Context: an optimization exercise on an open-source flow, tuned for small area, a short achievable clock period and few clock cycles per item. The choices shown serve that exercise and are no tape-out recipe. The RTL was checked by simulation tests, not by an equivalence proof against the original design.

`flow/design.v`:
```
package pvpo_pkg;
	localparam int unsigned VOLT_W  = 15;
	localparam int unsigned CNT_W   = 16;
	localparam int unsigned POWER_W = 2 * VOLT_W;
	localparam int unsigned CFG_IDX_W  = 3;
	localparam int unsigned CFG_DATA_W = 16;
	localparam logic [7:0]         SEED_NUM     = 8'd218;
	localparam logic [POWER_W-1:0] MIN_POWER_UP = POWER_W'(120000);
	localparam logic [VOLT_W-1:0]  REF_MAX      = '1;
	localparam logic [VOLT_W-1:0] RST_LOW_LIMIT   = '0;
	localparam logic [CNT_W-1:0]  RST_INTERVAL    = CNT_W'(25);
	localparam logic [VOLT_W-1:0] RST_STEP        = VOLT_W'(10);
	localparam logic [VOLT_W-1:0] RST_CURRENT_MIN = '0;
	localparam logic [CNT_W-1:0]  RST_FILTER      = CNT_W'(250);
	typedef enum logic [1:0] {
		ACT_INIT    = 2'd0,
		ACT_TICK    = 2'd1,
		ACT_DISTURB = 2'd2
	} action_t;
	typedef enum logic [CFG_IDX_W-1:0] {
		CFG_LOW_LIMIT   = 3'd0,
		CFG_INTERVAL    = 3'd1,
		CFG_STEP        = 3'd2,
		CFG_CURRENT_MIN = 3'd3,
		CFG_FILTER      = 3'd4
	} cfg_idx_t;
	typedef struct packed {
		logic [VOLT_W-1:0] low_voltage_limit;
		logic [CNT_W-1:0]  tick_interval;
		logic [VOLT_W-1:0] voltage_step;
		logic [VOLT_W-1:0] current_min_limit;
		logic [CNT_W-1:0]  disturb_filter;
	} cfg_t;
	typedef struct packed {
		logic [CNT_W-1:0]   tick_count;
		logic [VOLT_W-1:0]  reference_voltage;
		logic [CNT_W-1:0]   previous_voltage;
		logic [POWER_W-1:0] previous_power;
		logic [CNT_W-1:0]   stall_count;
	} state_t;
	typedef struct packed {
		logic [1:0]        action;
		logic [VOLT_W-1:0] pv_voltage;
		logic [VOLT_W-1:0] pv_current;
		logic [VOLT_W-1:0] charge_current;
		logic              pause;
	} item_t;
	typedef struct packed {
		logic [VOLT_W-1:0] voltage_ref;
		logic              evaluated;
		logic              forced_pulldown;
	} res_t;
endpackage
import pvpo_pkg::*;
module pvpo_core (
	input  pvpo_pkg::cfg_t   cfg,
	input  pvpo_pkg::state_t state,
	input  pvpo_pkg::item_t  item,
	output pvpo_pkg::state_t state_next,
	output pvpo_pkg::res_t   res
);
	logic [VOLT_W+7:0]         seed_prod;
	logic [VOLT_W-1:0]         seed_raw;
	logic [VOLT_W-1:0]         seed_ref;
	logic [POWER_W-1:0]        power;
	logic signed [VOLT_W+2:0]  ref_ext;
	logic signed [VOLT_W+2:0]  step_ext;
	logic signed [VOLT_W+2:0]  next_ref;
	logic [VOLT_W-1:0]         limited_ref;
	logic                      go_up;
	logic                      go_hold;
	logic [CNT_W-1:0]          tick_inc;
	logic [CNT_W-1:0]          volt_plus_step;
	logic                      stall;
	logic [CNT_W-1:0]          stall_new;
	assign seed_prod = (VOLT_W+8)'(item.pv_voltage) * (VOLT_W+8)'(SEED_NUM);
	assign seed_raw  = seed_prod[VOLT_W+7:8];
	assign seed_ref  = (seed_raw < cfg.low_voltage_limit) ? cfg.low_voltage_limit : seed_raw;
	assign power          = POWER_W'(item.pv_voltage) * POWER_W'(item.pv_current);
	assign tick_inc       = state.tick_count + CNT_W'(1);
	assign volt_plus_step = CNT_W'(item.pv_voltage) + CNT_W'(cfg.voltage_step);
	always_comb begin
		go_up   = 1'b0;
		go_hold = 1'b0;
		if (state.reference_voltage <= cfg.low_voltage_limit) begin
			go_up   = (power >= MIN_POWER_UP);
			go_hold = !go_up;
		end else if (power < state.previous_power) begin
			go_up = (CNT_W'(item.pv_voltage) < state.previous_voltage);
		end else begin
			go_up = !(CNT_W'(item.pv_voltage) <= state.previous_voltage);
		end
	end
	assign ref_ext  = $signed((VOLT_W+3)'(state.reference_voltage));
	assign step_ext = $signed((VOLT_W+3)'(cfg.voltage_step));
	always_comb begin
		if (go_hold) begin
			next_ref = ref_ext;
		end else if (go_up) begin
			next_ref = ref_ext + step_ext;
		end else begin
			next_ref = ref_ext - step_ext;
		end
		if (next_ref < $signed((VOLT_W+3)'(cfg.low_voltage_limit))) begin
			limited_ref = cfg.low_voltage_limit;
		end else if (next_ref > $signed((VOLT_W+3)'(REF_MAX))) begin
			limited_ref = REF_MAX;
		end else begin
			limited_ref = next_ref[VOLT_W-1:0];
		end
	end
	assign stall = (CNT_W'(state.reference_voltage) > volt_plus_step)
		&& (item.charge_current < cfg.current_min_limit);
	assign stall_new = stall ? (state.stall_count + CNT_W'(1)) : '0;
	always_comb begin
		state_next          = state;
		res.evaluated       = 1'b0;
		res.forced_pulldown = 1'b0;
		case (item.action)
			ACT_INIT: begin
				state_next.reference_voltage = seed_ref;
				state_next.previous_voltage  = CNT_W'(seed_ref);
				state_next.previous_power    = '0;
			end
			ACT_TICK: begin
				if (item.pause) begin
					state_next.tick_count        = '0;
					state_next.reference_voltage = item.pv_voltage;
					state_next.previous_power    = '0;
					state_next.previous_voltage  = volt_plus_step;
				end else if (tick_inc >= cfg.tick_interval) begin
					state_next.tick_count        = '0;
					state_next.reference_voltage = limited_ref;
					state_next.previous_voltage  = CNT_W'(item.pv_voltage);
					state_next.previous_power    = power;
					res.evaluated                = 1'b1;
				end else begin
					state_next.tick_count = tick_inc;
				end
			end
			ACT_DISTURB: begin
				if (stall_new >= cfg.disturb_filter) begin
					state_next.stall_count       = '0;
					state_next.reference_voltage = seed_ref;
					res.forced_pulldown          = 1'b1;
				end else begin
					state_next.stall_count = stall_new;
				end
			end
			default: begin
				state_next = state;
			end
		endcase
		res.voltage_ref = state_next.reference_voltage;
	end
endmodule
import pvpo_pkg::*;
module pv_perturb_observe_mppt (
	input  logic        clk,
	input  logic        arst_n,
	input  logic        sample_valid,
	output logic        sample_ready,
	input  logic [1:0]  sample_action,
	input  logic [14:0] sample_pv_voltage,
	input  logic [14:0] sample_pv_current,
	input  logic [14:0] sample_charge_current,
	input  logic        sample_pause,
	output logic        result_valid,
	input  logic        result_ready,
	output logic [14:0] result_voltage_ref,
	output logic        result_evaluated,
	output logic        result_forced_pulldown,
	input  logic        cfg_valid,
	output logic        cfg_ready,
	input  logic [2:0]  cfg_index,
	input  logic [15:0] cfg_data
);
	pvpo_pkg::cfg_t   cfg_q;
	pvpo_pkg::state_t state_q;
	pvpo_pkg::state_t state_next;
	pvpo_pkg::item_t  item_s1;
	logic   valid_s1;
	pvpo_pkg::res_t   res_next;
	pvpo_pkg::res_t   res_q;
	logic   res_valid_q;
	logic   advance;
	logic   take;
	assign advance      = valid_s1 && (!res_valid_q || result_ready);
	assign sample_ready = !valid_s1 || advance;
	assign take         = sample_valid && sample_ready;
	assign cfg_ready    = 1'b1;
	pvpo_core u_core (
		.cfg        (cfg_q),
		.state      (state_q),
		.item       (item_s1),
		.state_next (state_next),
		.res        (res_next)
	);
	always_ff @(posedge clk or negedge arst_n) begin
		if (!arst_n) begin
			cfg_q.low_voltage_limit <= RST_LOW_LIMIT;
			cfg_q.tick_interval     <= RST_INTERVAL;
			cfg_q.voltage_step      <= RST_STEP;
			cfg_q.current_min_limit <= RST_CURRENT_MIN;
			cfg_q.disturb_filter    <= RST_FILTER;
		end else if (cfg_valid) begin
			case (cfg_index)
				CFG_LOW_LIMIT:   cfg_q.low_voltage_limit <= cfg_data[VOLT_W-1:0];
				CFG_INTERVAL:    cfg_q.tick_interval     <= cfg_data[CNT_W-1:0];
				CFG_STEP:        cfg_q.voltage_step      <= cfg_data[VOLT_W-1:0];
				CFG_CURRENT_MIN: cfg_q.current_min_limit <= cfg_data[VOLT_W-1:0];
				CFG_FILTER:      cfg_q.disturb_filter    <= cfg_data[CNT_W-1:0];
				default: begin
				end
			endcase
		end
	end
	always_ff @(posedge clk or negedge arst_n) begin
		if (!arst_n) begin
			valid_s1 <= 1'b0;
		end else if (sample_ready) begin
			valid_s1 <= sample_valid;
		end
	end
	always_ff @(posedge clk) begin
		if (take) begin
			item_s1.action         <= sample_action;
			item_s1.pv_voltage     <= sample_pv_voltage;
			item_s1.pv_current     <= sample_pv_current;
			item_s1.charge_current <= sample_charge_current;
			item_s1.pause          <= sample_pause;
		end
	end
	always_ff @(posedge clk or negedge arst_n) begin
		if (!arst_n) begin
			state_q <= '0;
		end else if (advance) begin
			state_q <= state_next;
		end
	end
	always_ff @(posedge clk or negedge arst_n) begin
		if (!arst_n) begin
			res_valid_q <= 1'b0;
		end else if (advance) begin
			res_valid_q <= 1'b1;
		end else if (result_ready) begin
			res_valid_q <= 1'b0;
		end
	end
	always_ff @(posedge clk) begin
		if (advance) begin
			res_q <= res_next;
		end
	end
	assign result_valid           = res_valid_q;
	assign result_voltage_ref     = res_q.voltage_ref;
	assign result_evaluated       = res_q.evaluated;
	assign result_forced_pulldown = res_q.forced_pulldown;
endmodule
```
`flow/config.mk`:
```
export PLATFORM = sky130hd
export DESIGN_NAME = pv_perturb_observe_mppt
export DESIGN_NICKNAME = pv_perturb_observe_mppt
export VERILOG_FILES = /design/flow/design.v
export SDC_FILE = /design/flow/constraint.sdc
export NUM_CORES = 4
export LEC_CHECK = 0
export CAP_MARGIN = 20
export CORE_MARGIN = 2
export CORE_UTILIZATION = 40
export SLEW_MARGIN = 20
```
`flow/constraint.sdc`:
```
create_clock -name core_clock -period 11.5 [get_ports {clk}]
set_input_delay 2.3000 -clock core_clock [delete_from_list [all_inputs] [get_ports {clk}]]
set_output_delay 2.3000 -clock core_clock [all_outputs]
set_load 0.01 [all_outputs]
```
`flow/run.sh`:
```
#!/bin/bash
# synth_recipe.tcl (not shown) runs the flow's synth.tcl, then flattens the netlist and writes it again
# the make line also repeats each setting of config.mk as NAME=value (left out here)
make -C /OpenROAD-flow-scripts/flow DESIGN_CONFIG=/design/flow/config.mk WORK_HOME=/design/flow/orfs CLKGATE_MAP_FILE= SYNTH_SCRIPT=/design/flow/synth_recipe.tcl finish
```
==> impl_metrics.prom <==
# TYPE chip_impl_metric gauge
chip_impl_metric{name="worst_skew_pair.late_latency",unit="ps"} 610
chip_impl_metric{name="rel_slew_slack",unit=""} 0.240
chip_impl_metric{name="worstPathArrival",unit="ps"} 11330
chip_impl_metric{name="layout_cell_share_with_drive_strength_beyond_1",unit=""} 0.0821
chip_impl_metric{name="place.port_buffers",unit=""} 90
chip_impl_metric{name="clock-skew-final",unit="ps"} 11.2
chip_impl_metric{name="io_pins",unit=""} 92
chip_impl_metric{name="syn-mean-instance-area",unit="µm²"} 8.89
chip_impl_info{name="worstSetupEndpointType",value="register"} 1
chip_impl_metric{name="pre_cts_ws",unit="ps"} 162
chip_impl_metric{name="seq_total_area_yosys",unit=""} 0.238
chip_impl_info{name="most-common-layout-cells",value="inv_1 (401), ha_1 (335), nand2_1 (306)"} 1
chip_impl_metric{name="hpwl",unit="mm"} 65.1
chip_impl_metric{name="overall_overflow_remaining_after_global_route",unit=""} 0
chip_impl_metric{name="timing.final.hold_violations",unit=""} 0
chip_impl_metric{name="worst_hold_depth",unit=""} 2
chip_impl_info{name="synth_largest_area_cell",value="ha_1"} 1
chip_impl_metric{name="fin_crit",unit="ps"} 10990
chip_impl_metric{name="clock_h_tree_levels",unit=""} 1
chip_impl_metric{name="tritoncts.num_buffers",unit=""} 31
chip_impl_metric{name="antenna_found_initial",unit=""} 3
chip_impl_metric{name="ys_warns",unit=""} 2
chip_impl_metric{name="syn_inst",unit=""} 2959
chip_impl_metric{name="nets_final",unit=""} 3668
chip_impl_metric{name="postSynthRegisterBits",unit=""} 237
chip_impl_metric{name="async_flop_share",unit=""} 0.726
chip_impl_metric{name="path_clk_slew",unit="ps"} 60
chip_impl_metric{name="postRouteAntennaNets",unit=""} 0
chip_impl_metric{name="layout.filler_cells",unit=""} 6388
chip_impl_info{name="crit_path_start_kind",value="register"} 1
chip_impl_metric{name="grt_pass1_wl",unit="mm"} 129
chip_impl_info{name="run_status",value="complete, no violations"} 1
chip_impl_metric{name="edff_count_synth",unit=""} 65
chip_impl_info{name="worst_hold_path_type",value="register to register"} 1
chip_impl_metric{name="critPathMaxStageDelay",unit="ps"} 560
chip_impl_metric{name="synth_unique_cells",unit=""} 91
chip_impl_info{name="worst_r2r_startpoint",value="item_s1[21]"} 1
chip_impl_metric{name="max_slew.worst_pin.slew",unit="ps"} 1110
chip_impl_metric{name="route.final.wire_length",unit="mm"} 83.0
chip_impl_metric{name="max_cap_viol_count",unit=""} 0
chip_impl_metric{name="syn2layout_area_growth",unit="%"} 12.9
chip_impl_metric{name="route.detailed.drc",unit=""} 0
chip_impl_metric{name="design.core.area",unit="µm²"} 65400
chip_impl_info{name="crit_type",value="register to register"} 1
chip_impl_metric{name="synth_top_area_frac",unit=""} 0.160
chip_impl_metric{name="timing.reg2reg.worst_path_depth",unit=""} 44
chip_impl_info{name="cts_root_buf",value="clkbuf_16"} 1
chip_impl_metric{name="crit_path_max_fanout",unit=""} 14
chip_impl_metric{name="floorplan.initialDensity",unit=""} 0.402
chip_impl_info{name="timing.critical_path.mode_cell",value="fa_1"} 1
chip_impl_metric{name="holdBufCountCts",unit=""} 0
chip_impl_metric{name="report.final.slew_viol_count",unit=""} 0
chip_impl_metric{name="clk_path_buf_depth",unit=""} 3
chip_impl_metric{name="number_of_vias_per_cell",unit=""} 5.58
chip_impl_metric{name="first_global_vias",unit=""} 22300
chip_impl_info{name="critical_path.reg2reg.endpoint",value="res_q[7]"} 1
chip_impl_metric{name="num_vias",unit=""} 22000
chip_impl_metric{name="drt_first_pass_iters",unit=""} 5
chip_impl_info{name="hold_path.startpoint",value="state_q[16]"} 1
chip_impl_info{name="cts_tree",value="yes"} 1
chip_impl_metric{name="max_clock_freq",unit="GHz"} 0.0910
chip_impl_metric{name="synth_nets",unit=""} 3571
chip_impl_metric{name="final_min_period_over_clock_period",unit=""} 0.956
chip_impl_info{name="synthFlopType",value="dfrtp_1"} 1
chip_impl_metric{name="worst-r2r-setup-slack",unit="ps"} 510
chip_impl_metric{name="grtUsageTotal",unit=""} 0.245
chip_impl_metric{name="initialDrtViolationCount",unit=""} 1657
chip_impl_metric{name="cp_data_required_time",unit="ps"} 11830
chip_impl_info{name="synth.top_cells.by_area",value="ha_1 (16%), fa_1 (15%), dfrtp_1 (15%)"} 1
chip_impl_metric{name="post_synth_instance_area",unit="µm²"} 26300
chip_impl_metric{name="numClockSinks",unit=""} 237
chip_impl_metric{name="grt_start_max_net_pins",unit=""} 65
chip_impl_metric{name="number_of_placement_rows",unit=""} 94
chip_impl_info{name="critical_path.slowest_cell",value="fa_1"} 1
chip_impl_metric{name="final_critical_path_setup_slack",unit="ps"} 505
chip_impl_info{name="hold_end",value="state_q[16]"} 1
chip_impl_metric{name="design.die.area",unit="µm²"} 67800
chip_impl_metric{name="wl_per_cell",unit="µm"} 21.0
chip_impl_metric{name="place.gp.congestion",unit=""} 0.948
chip_impl_metric{name="setup_violations",unit=""} 0
chip_impl_metric{name="die_w",unit="µm"} 260
chip_impl_info{name="final_common_cell",value="inv_1"} 1
chip_impl_metric{name="floorplan.die.height",unit="µm"} 260
[critical path, delay by kind of cell (launching register included)]
kind | cells | cell delay, ps
simple gates | 8 | 2130
buf+inv | 7 | 720
fa+ha+maj | 9 | 3990
compound gates | 20 | 3540
flops | 1 | 390
[what timing repair did]
action | in CTS | in global routing
buffers inserted | 0 | 27
setup endpoints to repair | 0 | 30
endpoints found under the hold margin | 0 | 0
resized for setup | 0 | 36
[kinds of logic after synthesis]
| kind of cell | share of synthesized area |
|---|---|
| AND/OR/NAND/NOR | 0.164 |
| AO/OA/AOI/OAI | 0.166 |
| adder cells (fa/ha/maj) | 0.315 |
| buffers and inverters | 0.0757 |
| flip-flops | 0.238 |
| XOR/XNOR | 0.0223 |
| multiplexers | 0.0188 |
| other | 0.000143 |
[synth_stat cells (7+ instances only)]
master	n
a2111oi_0	10
a211o_1	10
a211oi_1	30
a21boi_0	8
a21o_1	50
a21oi_1	148
a221o_1	7
a22o_1	23
a31oi_1	12
and2_1	147
and3_1	21
and4_1	9
buf_1	7
buf_2	16
clkbuf_1	87
dfrtp_1	161
dfstp_2	11
edfxtp_1	65
fa_1	203
ha_1	337
inv_1	401
mux2_2	27
mux2i_1	19
nand2_1	306
nand2b_1	22
nand3_1	50
nand4_1	28
nor2_1	153
nor2b_1	22
nor3_1	54
nor4_1	8
o211a_1	7
o211ai_1	33
o21a_1	22
o21ai_0	201
o21bai_1	8
o22ai_1	12
o31ai_1	21
or2_2	16
or3_1	14
xnor2_1	38
xor2_1	29
[stage by stage]
step / hold slack (ps) / instance area, µm² / TNS (ps) / std cells / util
finish: 480 / 29700 / 0 / 3947 / 0.454
detailed placement: 467 / 28300 / 0 / 3859 / 0.433
CTS: 482 / 29300 / 0 / 3917 / 0.448
floorplan: 444 / 26300 / 0 / 2959 / -
global placement: 459 / 28300 / 0 / 3859 / 0.433
global route: 520 / 29700 / -52.5 / 3945 / 0.454
[flip-flops by register name, summed over array words and instances, names as in the netlist]
register     flops
state_q         93
cfg_q           77
item_s1         48
res_q           17
res_valid_q      1
valid_s1         1
[routing by layer]
layer  part of all wire  routed length [µm]  global-route usage  up-vias
met2               0.47               39100               0.409      679
met1               0.44               36500               0.330    10900
li1                   -                   -                   -    10300
met5                  0                   0                   0        -
met4              0.039                3220              0.0867        0
met3              0.051                4220              0.0277      138
[cell type report]
type / count / area [µm²] / share of cell area
sequential: 237 / 6270 / 0.211
clock buffer: 37 / 798 / 0.0269
timing repair buffer: 180 / 1610 / 0.0541
tap: 864 / 1080 / 0.0364
inverter: 402 / 1510 / 0.0508
multi-input combinational: 2204 / 18200 / 0.614
clock inverter: 21 / 183 / 0.00615
antenna: 2 / 5.00 / 0.000169
[worst max path at each step]
stage	start	to	slack (ps)	cells past startpoint
floorplan	item_s1[39]	res_q[4]	880	46
CTS	item_s1[33]	res_q[2]	100	43
detailed placement	item_s1[33]	res_q[2]	160	43
global route	item_s1[41]	res_q[16]	-20	45
global placement	item_s1[33]	res_q[2]	180	43
finish	item_s1[21]	res_q[7]	510	44
Testbench counts, summed over its fixed seeds: cycles 12,099, items 12,083.

-- port drivers added, routing unchanged --
The results above use ideal ports. As a check the final layout listed here was re-extracted and re-timed, cells and wires unchanged. Step 1 (the two cells are an assumption about what drives the block):
set clk [get_ports {clk}]
set_driving_cell -lib_cell sky130_fd_sc_hd__clkbuf_16 $clk
set_driving_cell -lib_cell sky130_fd_sc_hd__buf_2 [delete_from_list [all_inputs] $clk]
Step 2 times the ports against the registers' clock, not the clock port: input delays grow and output delays shrink by t, the midpoint of the rising clock arrivals with the driver on. a / b / c = ideal ports / drivers / drivers and shift; a / b = the first two.
t, ns: 0.666
slack for setup (ns): 0.505 / 0.505 / 0.505
worst setup path after step 2: register to register
worst slew at a driven data input, ns: 0.08
After both steps this run still meets setup and hold. For this run, drivers alone change the setup slack by 0.000 ns; drivers and shift together by 0.000 ns.
